Source: an optimization exercise on an open RTL-to-GDS flow (aim: small area and a short achievable clock period). Production flows keep margins and buffers that such runs may drop. RTL that was checked went through simulation tests only; none was proved equivalent to the original. Power is estimated from default activity; no workload was simulated.

north:
## ctrl_unit
module ctrl_unit (
    input  logic               clk,
    input  logic               rst,
    input  logic [31:0]        pc,
    input  logic [31:0]        inst,
    input  logic [31:0]        imm,
    input  logic               alu_done,
    input  logic               mem_done,
    input  logic               jump_done,
    input  logic               is_jump,
    output logic               is_en,
    output logic [2:0]         imm_sel,
    output logic               alu_en,
    output logic               mem_en,
    output logic               jump_en,
    output logic [31:0]        pc_ctrl,
    output logic [31:0]        imm_ctrl,
    output logic [5-1:0] rs1_ctrl,
    output logic [5-1:0] rs2_ctrl,
    output logic [4:0]         jump_op,
    output logic [3:0]         alu_op,
    output logic               alu_use_pc,
    output logic               alu_use_imm,
    output logic               mem_we,
    output logic [2:0]         mem_bhw,
    output logic [2:0]         write_sel,
    output logic               reg_write,
    output logic [5-1:0] rd_ctrl
);
Size in the first run: ~700 cells after synthesis, ~210 flip-flops, ~9300 sq um of cells after synthesis.
Settings: LEC_CHECK=0, CAP_MARGIN=20, CORE_MARGIN=2, CORE_UTILIZATION=65, CTS_CLUSTER_DIAMETER=200, CTS_CLUSTER_SIZE=25, SETUP_SLACK_MARGIN=1.7, SLEW_MARGIN=20; clock period 5.0 ns.
standard.sh (not shown) runs the stock make flow with config.mk's settings and CLKGATE_MAP_FILE= SYNTH_SCRIPT=/design/flow/synth_recipe.tcl, a recipe that flattens the netlist after the stock synthesis.
==> flow/flow/run.sh <==
#!/bin/bash
# Standard layout, with plain buf_1 cells as the port buffers (the default pick is a slow delay buffer).
set -euo pipefail
export BUFFER_PORTS_ARGS="-buffer_cell sky130_fd_sc_hd__buf_1"
bash standard.sh "BUFFER_PORTS_ARGS=$BUFFER_PORTS_ARGS" finish > standard_flow.log 2>&1
What south does differently from north at the input level:
Settings: a change of SETUP_SLACK_MARGIN from 1.7 to 1.3.
==> results.txt <==
The via count reported for south is lower than the one for north.
south vs. north: sequential share of layout area shows an increase of 0.19 points, net switching power shows an increase of about 1%.
Delta (south minus north): global-route wire length before repair grew by about 1%; worst setup slack shrank by 0.065 ns; post-detailed-routing wire length grew by 780 um.
In terms of share of total power in the clock network, north and south differ only marginally.

* * *

Setup of run A:
Another version of the RTL of ctrl_unit (not shown whole).
For scale: about 200 flip-flops, ~9400 µm² of cells after synthesis.
clock: 5.0 ns
lec_check: 0
cap_margin: 20
core_margin: 2
core_utilization: 40
slew_margin: 20
run.sh (not shown) runs the stock make flow with config.mk's settings and CLKGATE_MAP_FILE= SYNTH_SCRIPT=/design/flow/synth_recipe.tcl, a recipe that flattens the netlist after the stock synthesis.
Stock flow here: none of the scripts above is used.
Run A went all the way through the flow, and no timing, DRC or antenna check failed.
Setup changes, run A to run B
==> flow/flow/run.sh (new file) <==
#!/bin/bash
# Standard layout, with plain buf_1 cells as the port buffers (the default pick is a slow delay buffer).
set -euo pipefail
export BUFFER_PORTS_ARGS="-buffer_cell sky130_fd_sc_hd__buf_1"
bash standard.sh "BUFFER_PORTS_ARGS=$BUFFER_PORTS_ARGS" finish > standard_flow.log 2>&1
==> flow/standard.sh (new file) <==
#!/bin/bash
# synth_recipe.tcl (not shown) runs the flow's synth.tcl, then flattens the netlist and writes it again
# the make line also repeats each setting of config.mk as NAME=value (left out here)
make -C /OpenROAD-flow-scripts/flow DESIGN_CONFIG=/design/flow/config.mk WORK_HOME=/design/flow/orfs CLKGATE_MAP_FILE= SYNTH_SCRIPT=/design/flow/synth_recipe.tcl "${@:-finish}"
removed: flow/run.sh
Results
The register-to-register path setup slack reported for run B is greater than that of run A by 40 ps.
Looking at non-clock buffer instance count of the final layout, run B sits about 6% lower than run A does.
Run B ended up with a lower net total in the final layout than run A did.
Maximum number of pins on one net before global-route repair, run B vs run A: up by a few percent
sky130_fd_sc_hd__buf_1 as the commonest non-fill, non-tap cell in the layout was reported by run B, and sky130_fd_sc_hd__clkdlybuf4s50_1 by run A.

* * *

ctrl_unit, a different RTL version from the one above (not shown whole).
Size in the first run: roughly 740 cells after synthesis, ~210 I/O pins, roughly 0.0096 sq mm of cells after synthesis.
// ctrl_unit
module ctrl_unit (
    input  logic               clk,
    input  logic               rst,
    input  logic [31:0]        pc,
    input  logic [31:0]        inst,
    input  logic [31:0]        imm,
    input  logic               alu_done,
    input  logic               mem_done,
    input  logic               jump_done,
    input  logic               is_jump,
    output logic               is_en,
    output logic [2:0]         imm_sel,
    output logic               alu_en,
    output logic               mem_en,
    output logic               jump_en,
    output logic [31:0]        pc_ctrl,
    output logic [31:0]        imm_ctrl,
    output logic [5-1:0] rs1_ctrl,
    output logic [5-1:0] rs2_ctrl,
    output logic [4:0]         jump_op,
    output logic [3:0]         alu_op,
    output logic               alu_use_pc,
    output logic               alu_use_imm,
    output logic               mem_we,
    output logic [2:0]         mem_bhw,
    output logic [2:0]         write_sel,
    output logic               reg_write,
    output logic [5-1:0] rd_ctrl
);
Settings: LEC_CHECK=0, CAP_MARGIN=20, CORE_MARGIN=2, CORE_UTILIZATION=65, CTS_CLUSTER_DIAMETER=200, CTS_CLUSTER_SIZE=25, SETUP_SLACK_MARGIN=1.5, SLEW_MARGIN=20; clock period 5.0 ns.
standard.sh (not shown) runs the stock make flow with config.mk's settings and CLKGATE_MAP_FILE= SYNTH_SCRIPT=/design/flow/synth_recipe.tcl, a recipe that flattens the netlist after the stock synthesis.
==> flow/flow/run.sh <==
#!/bin/bash
# Standard layout, with plain buf_1 cells as the port buffers (the default pick is a slow delay buffer).
set -euo pipefail
export BUFFER_PORTS_ARGS="-buffer_cell sky130_fd_sc_hd__buf_1"
bash standard.sh "BUFFER_PORTS_ARGS=$BUFFER_PORTS_ARGS" finish > standard_flow.log 2>&1
The first run completed with no timing, DRC or antenna violations.
==> next run, changes <==
- CORE_UTILIZATION: 65 -> 40
- CTS_CLUSTER_DIAMETER: 200 -> unset
- CTS_CLUSTER_SIZE: 25 -> unset
=>
- The changed run finished with timing, DRC and antenna clean
- power came out higher by 11%
- synthesized cell count is unchanged
- setup slack gains 22 ps
- via count falls by 3.9%
- count of clock-buffer cells in the layout increases by 9
- final cell count rises by 13%
==> next run, changes <==
- CORE_UTILIZATION: 40 -> 65
- CTS_BUF_LIST: unset -> sky130_fd_sc_hd__clkbuf_8 sky130_fd_sc_hd__clkbuf_16
- CTS_CLUSTER_SIZE: unset -> 30
The changed run completed with no timing, DRC or antenna violations. Clock power decreases by about 5%. Design area falls by 1.8%. Power came out lower by 1.1%. Via count goes up by 5.3%. Sequential power hardly moves. Final cell count came out lower by 10%. Worst hold slack got worse by 6.7 ps. Global-route usage rose by 11 points. Clock skew is about the same.
==> next run, changes <==
- CTS_BUF_LIST: sky130_fd_sc_hd__clkbuf_8 sky130_fd_sc_hd__clkbuf_16 -> unset
- CTS_CLUSTER_DIAMETER: unset -> 60
- CTS_CLUSTER_SIZE: 30 -> 25
After rerunning: Die area is unchanged. Routed wire length is lower by 2.4%. Register-to-register slack barely changes.
==> next run, changes <==
- CTS_CLUSTER_DIAMETER: 60 -> 200
- CTS_CLUSTER_SIZE: 25 -> 20
Result: Design area is about the same; setup slack improves by 16 ps; critical path depth climbs by 1; clock-buffer cell count climbs by 6; synthesized area is unchanged; core utilization drops by 0.18 points; via count climbs by about 0.7%; global-route usage is about the same; non-clock buffer count climbs by 6.

* * *

ctrl_unit, a different RTL version from the one above (not shown whole).
For scale: roughly 710 cells after synthesis, ~210 flip-flops, about 210 I/O pins.
clock: 5.0 ns
lec_check: 0
cap_margin: 20
core_margin: 2
core_utilization: 40
setup_slack_margin: 1.5
slew_margin: 20
Scripts as last shown in full above: flow/flow/run.sh
The first run finished with timing, DRC and antenna clean.
Change:
Settings changed: SETUP_SLACK_MARGIN 1.5 to 1.0.
After rerunning:
- The changed run finished clean
- utilization drops by 1.0 points
- clock power drops by about 5%
- via count drops by 0.30%
- area after synthesis does not change
- wire length drops by about 1.4%
Function was not checked in any run of this note: the RTL went through the layout flow alone.

* * *

RTL: one of the versions met above, not the one the previous note started from.
Size in the first run: about 720 cells after synthesis, about 9400 sq um of cells after synthesis.
Settings: LEC_CHECK=0, CAP_MARGIN=20, CORE_MARGIN=2, CORE_UTILIZATION=65, CTS_CLUSTER_DIAMETER=200, CTS_CLUSTER_SIZE=25, SETUP_SLACK_MARGIN=1.7, SLEW_MARGIN=20; clock period 5.0 ns.
==> flow/flow/run.sh <==
#!/bin/bash
# Standard layout (standard.sh, all steps) with two changes:
# * plain buf_1 cells as the port buffers (the default pick is a slow delay buffer);
# * the platform's don't-use list extended with slow wide OR / AOI-style cells,
#   so that mapping and repair build the decode logic from faster gates.
# Registers come out of the standard synthesis unchanged.
set -euo pipefail
export BUFFER_PORTS_ARGS="-buffer_cell sky130_fd_sc_hd__buf_1"
PLATFORM_DONT_USE="sky130_fd_sc_hd__probe_p_8 sky130_fd_sc_hd__probec_p_8 sky130_fd_sc_hd__lpflow_bleeder_1 sky130_fd_sc_hd__lpflow_clkbufkapwr_1 sky130_fd_sc_hd__lpflow_clkbufkapwr_16 sky130_fd_sc_hd__lpflow_clkbufkapwr_2 sky130_fd_sc_hd__lpflow_clkbufkapwr_4 sky130_fd_sc_hd__lpflow_clkbufkapwr_8 sky130_fd_sc_hd__lpflow_clkinvkapwr_1 sky130_fd_sc_hd__lpflow_clkinvkapwr_16 sky130_fd_sc_hd__lpflow_clkinvkapwr_2 sky130_fd_sc_hd__lpflow_clkinvkapwr_4 sky130_fd_sc_hd__lpflow_clkinvkapwr_8 sky130_fd_sc_hd__lpflow_decapkapwr_12 sky130_fd_sc_hd__lpflow_decapkapwr_3 sky130_fd_sc_hd__lpflow_decapkapwr_4 sky130_fd_sc_hd__lpflow_decapkapwr_6 sky130_fd_sc_hd__lpflow_decapkapwr_8 sky130_fd_sc_hd__lpflow_inputiso0n_1 sky130_fd_sc_hd__lpflow_inputiso0p_1 sky130_fd_sc_hd__lpflow_inputiso1n_1 sky130_fd_sc_hd__lpflow_inputiso1p_1 sky130_fd_sc_hd__lpflow_inputisolatch_1 sky130_fd_sc_hd__lpflow_isobufsrc_1 sky130_fd_sc_hd__lpflow_isobufsrc_16 sky130_fd_sc_hd__lpflow_isobufsrc_2 sky130_fd_sc_hd__lpflow_isobufsrc_4 sky130_fd_sc_hd__lpflow_isobufsrc_8 sky130_fd_sc_hd__lpflow_isobufsrckapwr_16 sky130_fd_sc_hd__lpflow_lsbuf_lh_hl_isowell_tap_1 sky130_fd_sc_hd__lpflow_lsbuf_lh_hl_isowell_tap_2 sky130_fd_sc_hd__lpflow_lsbuf_lh_hl_isowell_tap_4 sky130_fd_sc_hd__lpflow_lsbuf_lh_isowell_4 sky130_fd_sc_hd__lpflow_lsbuf_lh_isowell_tap_1 sky130_fd_sc_hd__lpflow_lsbuf_lh_isowell_tap_2 sky130_fd_sc_hd__lpflow_lsbuf_lh_isowell_tap_4"
P=sky130_fd_sc_hd__
SLOW="${P}or3_* ${P}or3b_* ${P}or4_* ${P}or4b_* ${P}or4bb_* ${P}a2111o_* ${P}o41a_* ${P}a311o_* ${P}o311a_* ${P}o2111a_* ${P}a41o_* ${P}nor4_* ${P}nor4b_* ${P}nor4bb_* ${P}a2111oi_* ${P}o41ai_* ${P}and4bb_* ${P}and4b_*"
bash standard.sh "BUFFER_PORTS_ARGS=$BUFFER_PORTS_ARGS" "DONT_USE_CELLS=$PLATFORM_DONT_USE $SLOW" finish > standard_flow.log 2>&1
==> next run, changes <==
==> flow/flow/run.sh (replaced) <==
#!/bin/bash
# Standard layout, with plain buf_1 cells as the port buffers (the default pick is a slow delay buffer).
set -euo pipefail
export BUFFER_PORTS_ARGS="-buffer_cell sky130_fd_sc_hd__buf_1"
bash standard.sh "BUFFER_PORTS_ARGS=$BUFFER_PORTS_ARGS" finish > standard_flow.log 2>&1
- SETUP_SLACK_MARGIN: 1.7 -> 1.2
What happened:
- fmax fell by 11%
- cell area fell by 1.3%
- worst setup slack is worse by 390 ps
- non-clock buffer count fell by 3
==> next run, changes <==
==> flow/flow/run.sh (replaced) <==
#!/bin/bash
# Standard layout (standard.sh, all steps) with two changes:
# * plain buf_1 cells as the port buffers (the default pick is a slow delay buffer);
# * the platform's don't-use list extended with slow wide OR / AOI-style cells,
#   so that mapping and repair build the decode logic from faster gates.
# Registers come out of the standard synthesis unchanged.
set -euo pipefail
export BUFFER_PORTS_ARGS="-buffer_cell sky130_fd_sc_hd__buf_1"
PLATFORM_DONT_USE="sky130_fd_sc_hd__probe_p_8 sky130_fd_sc_hd__probec_p_8 sky130_fd_sc_hd__lpflow_bleeder_1 sky130_fd_sc_hd__lpflow_clkbufkapwr_1 sky130_fd_sc_hd__lpflow_clkbufkapwr_16 sky130_fd_sc_hd__lpflow_clkbufkapwr_2 sky130_fd_sc_hd__lpflow_clkbufkapwr_4 sky130_fd_sc_hd__lpflow_clkbufkapwr_8 sky130_fd_sc_hd__lpflow_clkinvkapwr_1 sky130_fd_sc_hd__lpflow_clkinvkapwr_16 sky130_fd_sc_hd__lpflow_clkinvkapwr_2 sky130_fd_sc_hd__lpflow_clkinvkapwr_4 sky130_fd_sc_hd__lpflow_clkinvkapwr_8 sky130_fd_sc_hd__lpflow_decapkapwr_12 sky130_fd_sc_hd__lpflow_decapkapwr_3 sky130_fd_sc_hd__lpflow_decapkapwr_4 sky130_fd_sc_hd__lpflow_decapkapwr_6 sky130_fd_sc_hd__lpflow_decapkapwr_8 sky130_fd_sc_hd__lpflow_inputiso0n_1 sky130_fd_sc_hd__lpflow_inputiso0p_1 sky130_fd_sc_hd__lpflow_inputiso1n_1 sky130_fd_sc_hd__lpflow_inputiso1p_1 sky130_fd_sc_hd__lpflow_inputisolatch_1 sky130_fd_sc_hd__lpflow_isobufsrc_1 sky130_fd_sc_hd__lpflow_isobufsrc_16 sky130_fd_sc_hd__lpflow_isobufsrc_2 sky130_fd_sc_hd__lpflow_isobufsrc_4 sky130_fd_sc_hd__lpflow_isobufsrc_8 sky130_fd_sc_hd__lpflow_isobufsrckapwr_16 sky130_fd_sc_hd__lpflow_lsbuf_lh_hl_isowell_tap_1 sky130_fd_sc_hd__lpflow_lsbuf_lh_hl_isowell_tap_2 sky130_fd_sc_hd__lpflow_lsbuf_lh_hl_isowell_tap_4 sky130_fd_sc_hd__lpflow_lsbuf_lh_isowell_4 sky130_fd_sc_hd__lpflow_lsbuf_lh_isowell_tap_1 sky130_fd_sc_hd__lpflow_lsbuf_lh_isowell_tap_2 sky130_fd_sc_hd__lpflow_lsbuf_lh_isowell_tap_4"
P=sky130_fd_sc_hd__
SLOW="${P}or3_* ${P}or3b_* ${P}or4_* ${P}or4b_* ${P}or4bb_* ${P}a2111o_* ${P}o41a_* ${P}a311o_* ${P}o311a_* ${P}o2111a_* ${P}a41o_* ${P}nor4_* ${P}nor4b_* ${P}nor4bb_* ${P}a2111oi_* ${P}o41ai_* ${P}and4bb_* ${P}and4b_*"
bash standard.sh "BUFFER_PORTS_ARGS=$BUFFER_PORTS_ARGS" "DONT_USE_CELLS=$PLATFORM_DONT_USE $SLOW" finish > standard_flow.log 2>&1
- CORE_UTILIZATION: 65 -> 78
- SETUP_SLACK_MARGIN: 1.2 -> 1.7
Result: Power is higher by a few percent; worst setup slack gains 430 ps; clock power is higher by a few percent; register-to-register slack loses 70 ps; via count is higher by about a fifth.

==> afterwards: timing with drivers on the ports <==
The flow's constraints put no driver on any port. The routed layouts listed below were extracted and timed again, unchanged, in two steps.
Step 1: set_driving_cell puts a clkbuf_16 on clk and a buf_2 on each other input, an assumption about the parent block.
Step 2, shift: input delay + t, output delay - t, t = (earliest + latest rising clock arrival at the registers) / 2. This alone moves slack from input paths to output paths.
a / b / c = ideal / step 1 / step 2; a / b = the first two.
run | shift t [ns] | setup WS [ns] | latest minus earliest clock arrival (ns) | worst register clock-pin slew, ns | worst data-port slew with drivers (ns)
north | 0.490 | 1.364 / 1.326 / 1.295 | 0.031 / 0.031 | 0.11 / 0.11 | 0.05
south | 0.500 | 1.299 / 1.253 / 1.253 | 0.019 / 0.018 | 0.10 / 0.10 | 0.06
run A | 0.474 | 0.256 / 0.228 / 0.228 | 0.015 / 0.015 | 0.08 / 0.08 | 0.07
run B | 0.467 | 0.874 / 0.850 / 0.850 | 0.016 / 0.015 | 0.08 / 0.08 | 0.07
the first run of note 3 | 0.499 | 1.448 / 1.430 / 1.197 | 0.024 / 0.024 | 0.10 / 0.10 | 0.06
the second run of note 3 | 0.544 | 1.470 / 1.451 / 1.326 | 0.013 / 0.014 | 0.06 / 0.06 | 0.07
the third run of note 3 | 0.545 | 1.458 / 1.441 / 1.182 | 0.014 / 0.014 | 0.06 / 0.06 | 0.06
the fourth run of note 3 | 0.515 | 1.437 / 1.417 / 1.294 | 0.021 / 0.020 | 0.09 / 0.09 | 0.06
the fifth run of note 3 | 0.504 | 1.453 / 1.436 / 1.197 | 0.025 / 0.024 | 0.09 / 0.09 | 0.06
the first run of note 4 | 0.556 | 1.211 / 1.174 / 1.092 | 0.024 / 0.024 | 0.06 / 0.06 | 0.07
the second run of note 4 | 0.560 | 1.090 / 1.068 / 1.068 | 0.016 / 0.016 | 0.06 / 0.06 | 0.05
the first run of note 5 | 0.497 | 1.693 / 1.662 / 1.532 | 0.017 / 0.017 | 0.10 / 0.10 | 0.07
the second run of note 5 | 0.499 | 1.299 / 1.277 / 1.277 | 0.018 / 0.018 | 0.10 / 0.10 | 0.06
the third run of note 5 | 0.520 | 1.729 / 1.689 / 1.389 | 0.027 / 0.028 | 0.11 / 0.11 | 0.07
After both steps every run listed still meets setup and hold. The setup slack of the third run of note 5, which loses most, moves by -0.040 ns with the drivers and by -0.340 ns with both steps.
